Background: an optimization exercise with open tools, aiming at small area and a short achievable clock period. Do not read the settings as production practice. Function was checked by simulation only, so behaviour that the tests miss may differ from the original.

## main
// maf_rr_scheduler
module maf_rr_scheduler (
  input  logic        clk,
  input  logic        rst,
  input  logic [3:0]  in_valid,
  input  logic [39:0] in_data,
  output logic [3:0]  in_ready,
  input  logic [3:0]  clr,
  output logic        out_valid,
  input  logic        out_ready,
  output logic [9:0]  out_data,
  output logic [1:0]  out_ch,
  output logic        out_primed
);
export LEC_CHECK = 0
export CAP_MARGIN = 20
export CORE_MARGIN = 2
export CORE_UTILIZATION = 65
export CTS_BUF_LIST = sky130_fd_sc_hd__clkbuf_16
export CTS_CLUSTER_DIAMETER = 120
export CTS_CLUSTER_SIZE = 24
export SLEW_MARGIN = 20
create_clock -name core_clock -period 17.0 [get_ports {clk}]
standard.sh (not shown) runs the stock make flow with config.mk's settings and CLKGATE_MAP_FILE= SYNTH_SCRIPT=/design/flow/synth_recipe.tcl, a recipe that flattens the netlist after the stock synthesis.
==> flow/flow/run.sh <==
#!/bin/bash
# Standard layout (the standard.sh, unchanged synthesis), with:
#  - repair_timing aiming for a larger setup slack, so the achieved clock
#    period (not just the 17 ns target) is optimised;
#  - port buffers of a plain buf_2 cell (the resizer still sizes them).
set -euo pipefail
bash standard.sh SETUP_SLACK_MARGIN=9 "BUFFER_PORTS_ARGS=-buffer_cell sky130_fd_sc_hd__buf_2" finish > standard.log 2>&1
Input-level comparison between the feature branch and main:
--- a/flow/design.v
+++ b/flow/design.v
@@ -142,53 +142,38 @@
   assign nz = !(t == 7'd0 || t == 7'd15 || t == 7'd30 || t == 7'd45);
   logic [9:0]      a;
   logic [7:0]      ah;
   logic [1:0]      al;
   logic [15:0]     id_a;
   logic [7:0]      ahm, ahp;
+  logic [5:0][9:0] cand;
+  logic [4:0]      fo;
   assign cs_a  = csa10(q_g, {{7{rh_g[2]}}, rh_g}, {3'b0, dd_g}, 1'b0);
   assign ad_y  = cadd10(cs_a[9:0], cs_a[19:10]);
   assign a     = ad_y[9:0];
   assign ah    = a[9:2];
   assign al    = a[1:0];
   assign id_a  = incdec8(ah);
   assign ahp   = id_a[7:0];
   assign ahm   = id_a[15:8];
-  logic [4:0] fo;
-  logic [5:0] cm, cp;      
-  logic [4:0] sg;          
-  logic [4:0] cr;          
-  logic [5:0] mo;          
-  logic       sm, sp, s0;
-  logic       hm7, hp7;
-  logic [1:0] yl;
-  always_comb begin
+  always_comb begin
+    cand[0] = {(al == 2'd0) ? ahm : ah, al - 2'd1};
+    cand[1] = a;
+    cand[2] = {(al == 2'd3) ? ahp : ah, al + 2'd1};
+    cand[3] = {al[1]        ? ahp : ah, ~al[1], al[0]};
+    cand[4] = {(al != 2'd0) ? ahp : ah, al - 2'd1};
+    cand[5] = {ahp, al};
     fo[0] = t[6];
     fo[1] = !t[6] && t < 7'd15;
     fo[2] = !t[6] && t >= 7'd15 && t < 7'd30;
     fo[3] = !t[6] && t >= 7'd30 && t < 7'd45;
     fo[4] = !t[6] && t >= 7'd45;
-    cm    = {5'b0, al == 2'd0};
-    cp    = {1'b1, al != 2'd0, al[1], al == 2'd3, 2'b00};
-    hm7   = ah[7] ^ ~|ah[6:0];
-    hp7   = ah[7] ^ &ah[6:0];
-    for (int f = 0; f < 5; f++) begin
-      sg[f] = cm[f] ? hm7 : cp[f] ? hp7 : ah[7];
-      cr[f] = nz && !sg[f];
-    end
-    mo[0] = fo[0] && !cr[0];
-    for (int j = 1; j < 5; j++)
-      mo[j] = (fo[j] && !cr[j]) || (fo[j-1] && cr[j-1]);
-    mo[5] = fo[4] && cr[4];
-    sm = |(mo & cm);
-    sp = |(mo & cp);
-    s0 = !sm && !sp;
-    yl = '0;
-    for (int j = 0; j < 6; j++)
-      if (mo[j]) yl = yl | (al + 2'(j - 1));
-    y = {({8{sm}} & ahm) | ({8{sp}} & ahp) | ({8{s0}} & ah), yl};
+    y = '0;
+    for (int f = 0; f < 5; f++)
+      if (fo[f])
+        y = y | ((nz && !cand[f][9]) ? cand[f+1] : cand[f]);
   end
   assign quot  = y ^ 10'h200;
   assign po    = {3'b0, o_g[3:0]} + {3'b0, o_g[7:4]} + {5'b0, o_g[9:8]};
   assign ad_r  = cadd10({3'b0, t}, {3'b111, ~po});
   assign r_new = ad_r[16:10];
   assign cs_n1 = csa10(cs_a[9:0], cs_a[19:10], ~{4'b0, o_g[9:4]}, 1'b1);
- Taking main as the reference, in the feature branch non-clock buffer count saw an increase; count of vias placed by the detailed router went up; number of post-CTS setup repair buffers shows a reduction of 7.5%.
- Delta (the feature branch minus main): number of primary I/O pins ~0 delta; cell count of the worst hold path ~0 delta.

-- separate check: timing with driven ports --
How much do the figures lean on ideal ports? The routed layouts below were timed once more, with nothing changed but the port constraints. Step 1 sets driving cells, clkbuf_16 on the clock port and buf_2 on the other inputs (assumed; they add their load-dependent delay and slew). Step 2 times the ports against the registers' clock, not the clock port: input delays grow and output delays shrink by t, the midpoint of the rising clock arrivals with the driver on. Three values: ideal ports, drivers, drivers and shift; two values: the first two.
| run | shift t [ns] | setup WS [ns] | latest minus earliest clock arrival (ns) | cell pins on the clock port's net |
|---|---|---|---|---|
| main | 0.668 | 8.578 / 8.578 / 7.910 | 0.039 / 0.040 | 1 |
| the feature branch | 0.672 | 8.698 / 8.711 / 8.039 | 0.035 / 0.035 | 1 |
After both steps setup and hold are still met in every run listed. The setup slack of main, which loses most, moves by 0.000 ns with the drivers and by -0.668 ns with both steps.
